What follows belongs to an exercise in optimizing a design on an open flow for small area and a short achievable clock period; a production flow would make more cautious choices.
Function was checked by simulation only, so behaviour that the tests miss may differ from the original.
No activity file was given, so power comes from the tool's default toggle rates. No driver is modelled on the clock port, so clocking that relies on it looks cheaper here than on a real chip.

## exp/sierra
Design sobel_3x3, start of the top module:
module sobel_3x3 #(
  parameter int IMG_WIDTH  = 128,
  parameter int IMG_HEIGHT = 128,
  parameter int DATA_W     = DATA_W_DEF
) (
  input  logic              clk,
  input  logic              rst_n,
  input  logic              valid_in,
  input  logic [DATA_W-1:0] pixel_in,
  output logic              valid_out,
  output logic [DATA_W-1:0] pixel_out,
  output logic              eof_out
);
  localparam int CW    = $clog2(IMG_WIDTH);
  localparam int RW    = $clog2(IMG_HEIGHT);
  localparam int NST   = 5;                   
  localparam int HW    = DATA_W - 1;          
  logic              acc;
  logic [CW-1:0]     col_q;
  logic [RW-1:0]     row_q;
  logic              last_col, last_row, win_ok;
  logic [IMG_WIDTH-1:0][DATA_W-1:0]   lb1;
  logic [IMG_WIDTH+1:0][DATA_W-1:0]   lb2;
  logic [2:0][DATA_W-1:0] w_t, w_m, w_b;
  logic [NST:1]      v_q, eof_q;
  logic [DATA_W:0]   u1_q, v1_q, w1_q, x1_q;          
  logic [DATA_W+1:0] ya2_q, yb2_q;                    
  logic [DATA_W:0]   u2_q;
  logic [DATA_W+2:0] a3_q, b3_q;                      
  logic              sat4_q;                           
  logic [HW-1:0]     ma4_q, mb4_q;
  logic [DATA_W-1:0] pix_q;                            
  logic              sat_a, sat_b;
  logic [HW-1:0]     ma, mb, mx;
  sobel_line_buffer #(.DEPTH(IMG_WIDTH), .DATA_W(DATA_W)) u_lb1 (
    .clk  (clk),
    .en   (valid_in),
    .din  (pixel_in),
    .taps (lb1)
  );
  sobel_line_buffer #(.DEPTH(IMG_WIDTH + 2), .DATA_W(DATA_W)) u_lb2 (
    .clk  (clk),
    .en   (valid_in),
    .din  (lb1[IMG_WIDTH-1]),
    .taps (lb2)
  );
  assign w_b = {pixel_in, lb1[0], lb1[1]};
  assign w_m = {lb1[IMG_WIDTH-1], lb2[0], lb2[1]};
  ...
clock: 5.0 ns
lec_check: 0
abc_clock_period_in_ps: 1500
cap_margin: 20
core_margin: 2
core_utilization: 70
setup_slack_margin: 3.0
slew_margin: 20
standard.sh (not shown) runs the stock make flow with config.mk's settings and CLKGATE_MAP_FILE= SYNTH_SCRIPT=/design/flow/synth_recipe.tcl, a recipe that flattens the netlist after the stock synthesis.
==> flow/flow/run.sh <==
#!/bin/bash
# Own layout flow: the standard flow (standard.sh) unchanged except for the
# clock tree synthesis arguments: buf_12 clock buffers (faster and smaller than
# clkbuf_16 here), sink clusters of up to 30 flip-flops within 100 um, full use
# of the leaf buffer's max capacitance, and no dummy loads.
# make's output goes to standard_finish.log; each ORFS step logs under orfs/logs.
set -euo pipefail
export CTS_ARGS="-sink_clustering_enable -repair_clock_nets -buf_list sky130_fd_sc_hd__buf_12 -sink_clustering_size 30 -sink_clustering_max_diameter 100 -sink_buffer_max_cap_derate 1.0 -dont_use_dummy_load"
bash standard.sh finish > standard_finish.log 2>&1
exp/sierra finished every stage and its layout cleared the timing, design-rule and antenna checks.
#### Input delta (exp/zinc over exp/sierra)
- CTS_CLUSTER_SIZE newly set to 25
- CTS_BUF_LIST newly set to sky130_fd_sc_hd__clkbuf_16
- CTS_CLUSTER_DIAMETER newly set to 100
==> flow/run.sh (new file) <==
#!/bin/bash
# synth_recipe.tcl (not shown) runs the flow's synth.tcl, then flattens the netlist and writes it again
# the make line also repeats each setting of config.mk as NAME=value (left out here)
make -C /OpenROAD-flow-scripts/flow DESIGN_CONFIG=/design/flow/config.mk WORK_HOME=/design/flow/orfs CLKGATE_MAP_FILE= SYNTH_SCRIPT=/design/flow/synth_recipe.tcl finish
removed: flow/flow/run.sh
removed: flow/standard.sh
[summary]
exp/sierra → exp/zinc: part of the power in the clock network increased 2.9 points; aggregate global routing overflow about even; number of tapcells roughly the same; layout buffering overhead excluding clock cells moved down. Against exp/sierra, exp/zinc comes in 0.067 ns higher on final critical path time including I/O delays and setup. In exp/zinc the wire length of the first global-routing pass turned out about 2.6% higher than in exp/sierra. Est. power | exp/zinc vs exp/sierra | exp/zinc higher. exp/zinc against exp/sierra; non-clock buffer count is down by more than 10%. Diff exp/sierra -> exp/zinc: final cell count increased 61; combinational cell fraction of total power -0.3 points.
Input-level comparison between exp/raven and exp/zinc:
- changing SETUP_SLACK_MARGIN from 3.0 to 3.1
==> flow/flow/run.sh (new file) <==
#!/bin/bash
# Own layout flow: the standard flow (standard.sh) unchanged except for the
# clock tree synthesis arguments: larger sink clusters on clkbuf_16 leaves,
# full use of the leaf buffer's max capacitance, and no dummy loads.
# make's output goes to standard_finish.log; each ORFS step logs under orfs/logs.
set -euo pipefail
export CTS_ARGS="-sink_clustering_enable -repair_clock_nets -buf_list sky130_fd_sc_hd__buf_12 -sink_clustering_size 30 -sink_clustering_max_diameter 80 -sink_buffer_max_cap_derate 1.0 -dont_use_dummy_load"
bash standard.sh finish > standard_finish.log 2>&1
==> flow/standard.sh (new file) <==
#!/bin/bash
# synth_recipe.tcl (not shown) runs the flow's synth.tcl, then flattens the netlist and writes it again
# the make line also repeats each setting of config.mk as NAME=value (left out here)
make -C /OpenROAD-flow-scripts/flow DESIGN_CONFIG=/design/flow/config.mk WORK_HOME=/design/flow/orfs CLKGATE_MAP_FILE= SYNTH_SCRIPT=/design/flow/synth_recipe.tcl "${@:-finish}"
removed: flow/run.sh
Results
Changes observed in exp/raven relative to exp/zinc: power after layout decreased by 1000 uW relative to the old numbers, placement-stage cell area closely matched the old numbers, max-slew headroom at the worst pin decreased by 0.49 points relative to the old numbers, post-synthesis async set-or-reset flop share closely matched the old numbers, footprint of the multi-input gates increased by 190 um2 relative to the old numbers. exp/raven has more setup slack than exp/zinc. Compared with exp/zinc, routability congestion estimate in exp/raven increased slightly. Reported for exp/zinc and exp/raven, synthesis-stage register bit count turned out identical to the last digit. Compared with exp/zinc, exp/raven improves post-route standard cell area excluding fillers.
diff inputs: exp/raven => exp/garnet
- swapping 70 for 80 in CORE_UTILIZATION
- swapping 3.1 for 3.0 in SETUP_SLACK_MARGIN
- swapping 25 for 30 in CTS_CLUSTER_SIZE
==> flow/run.sh (new file) <==
#!/bin/bash
# synth_recipe.tcl (not shown) runs the flow's synth.tcl, then flattens the netlist and writes it again
# the make line also repeats each setting of config.mk as NAME=value (left out here)
make -C /OpenROAD-flow-scripts/flow DESIGN_CONFIG=/design/flow/config.mk WORK_HOME=/design/flow/orfs CLKGATE_MAP_FILE= SYNTH_SCRIPT=/design/flow/synth_recipe.tcl finish
removed: flow/flow/run.sh
removed: flow/standard.sh
Notes after the runs:
No final results exist for exp/garnet, since it was stopped by error DPL-0033 during detailed placement.
Re synthesized-area fraction occupied by ao, oa, aoi and oai cells: no difference whatsoever between exp/raven and exp/garnet.
Synthesized area: exp/garnet vs exp/raven identical
Diff exp/raven..exp/garnet | post-synthesis mux area share | unchanged
Horizontal die dimension down about 6% in exp/garnet wrt exp/raven
Post-DP HPWL delta for exp/garnet relative to exp/raven: about 40% higher
For the die extent in y, exp/garnet came in 6.4% lower than exp/raven did.
For exp/amber, these inputs were changed with respect to exp/garnet:
- changing CTS_CLUSTER_SIZE from 30 to 25
- changing CORE_UTILIZATION from 80 to 70
==> flow/flow/run.sh (new file) <==
#!/bin/bash
# Own layout flow: the standard flow (standard.sh) unchanged except for the
# clock tree synthesis arguments: larger sink clusters on clkbuf_16 leaves,
# full use of the leaf buffer's max capacitance, and no dummy loads.
# make's output goes to standard_finish.log; each ORFS step logs under orfs/logs.
set -euo pipefail
export CTS_ARGS="-sink_clustering_enable -repair_clock_nets -buf_list sky130_fd_sc_hd__buf_12 -sink_clustering_size 30 -sink_clustering_max_diameter 100 -sink_buffer_max_cap_derate 1.0 -dont_use_dummy_load"
bash standard.sh finish > standard_finish.log 2>&1
==> flow/standard.sh (new file) <==
#!/bin/bash
# synth_recipe.tcl (not shown) runs the flow's synth.tcl, then flattens the netlist and writes it again
# the make line also repeats each setting of config.mk as NAME=value (left out here)
make -C /OpenROAD-flow-scripts/flow DESIGN_CONFIG=/design/flow/config.mk WORK_HOME=/design/flow/orfs CLKGATE_MAP_FILE= SYNTH_SCRIPT=/design/flow/synth_recipe.tcl "${@:-finish}"
removed: flow/run.sh
==> run notes <==
exp/amber: all stages complete, timing, DRC and antenna checks passed
Looking at starting density of the core across exp/amber and exp/garnet, the one that comes out higher is exp/garnet.
Looking at count of standard-cell rows, exp/amber sits 6.5% higher than exp/garnet does.
Delta(vertical die dimension, exp/amber - exp/garnet) > 0
Per the comparison of exp/amber with exp/garnet, average footprint of a synthesized cell has remained practically unchanged; chip width has increased; parity-gate share of the synthesized area counting xor and xnor cells has remained practically unchanged; cell count after synthesis has remained practically unchanged.
Compared exp/garnet against exp/amber; total I/O pin count within noise.
Delta(total half-perimeter wirelength after legalization and detailed placement, exp/amber - exp/garnet) < 0
### exp/amber -> exp/fjord
- CORE_UTILIZATION changed from 70 to 74
-- flow/flow/run.sh --
<<< exp/amber, line 6
set -euo pipefail
export CTS_ARGS="-sink_clustering_enable -repair_clock_nets -buf_list sky130_fd_sc_hd__buf_12 -sink_clustering_size 30 -sink_clustering_max_diameter 100 -sink_buffer_max_cap_derate 1.0 -dont_use_dummy_load"
bash standard.sh finish > standard_finish.log 2>&1
>>> exp/fjord, line 6
set -euo pipefail
export CTS_ARGS="-sink_clustering_enable -repair_clock_nets -buf_list sky130_fd_sc_hd__clkbuf_16 -sink_clustering_size 30 -sink_clustering_max_diameter 80 -sink_buffer_max_cap_derate 1.0 -dont_use_dummy_load"
bash standard.sh finish > standard_finish.log 2>&1
[summary]
- As far as number of logic inverters in the finished layout is concerned, exp/amber and exp/fjord perform about the same.
- Wire length was lower in the run labelled exp/amber.
- exp/fjord has power consumption above what exp/amber had.
- Where worst hold slack across all endpoints is concerned, exp/amber is better than exp/fjord.
- exp/fjord against exp/amber: clock skew -0.0069 ns, final layout net count higher, register cell area after layout flat.
- Going from exp/amber to exp/fjord, number of vias per cell after detailed routing grew by a few percent.
- In the flow results for exp/fjord and exp/amber, the maximum VDD drop is smaller on exp/amber.
- Of the two candidates, exp/amber has the better setup slack and exp/fjord the worse one.
- Global-route track usage on met2 (higher): exp/fjord

-- re-timing with driven ports --
The flow's constraints put no driver on any port. The routed layouts listed below were extracted and timed again, unchanged, in two steps.
Step 1: set_driving_cell puts a clkbuf_16 on clk and a buf_2 on each other input, an assumption about the parent block.
Step 2 adds t to the input delays and takes it off the output delays; t is the mean of the earliest and latest rising clock arrival at the registers after step 1. Input paths then give back, and output paths get back, about the clock's delay inside the block.
Three values: ideal ports, drivers, drivers and shift; two values: the first two.
run | shift t [ns] | setup slack, ns | worst register clock-pin slew, ns
exp/sierra | 0.662 | 2.939 / 2.870 / 2.251 | 0.11 / 0.11
exp/zinc | 0.736 | 2.873 / 2.806 / 2.176 | 0.10 / 0.10
exp/raven | 0.665 | 2.912 / 2.846 / 2.273 | 0.12 / 0.12
exp/amber | 0.662 | 2.939 / 2.870 / 2.251 | 0.11 / 0.11
exp/fjord | 0.728 | 2.799 / 2.734 / 2.209 | 0.12 / 0.12
After both steps setup and hold are still met in every run listed. The setup slack of exp/zinc, which loses most, moves by -0.067 ns with the drivers and by -0.697 ns with both steps.
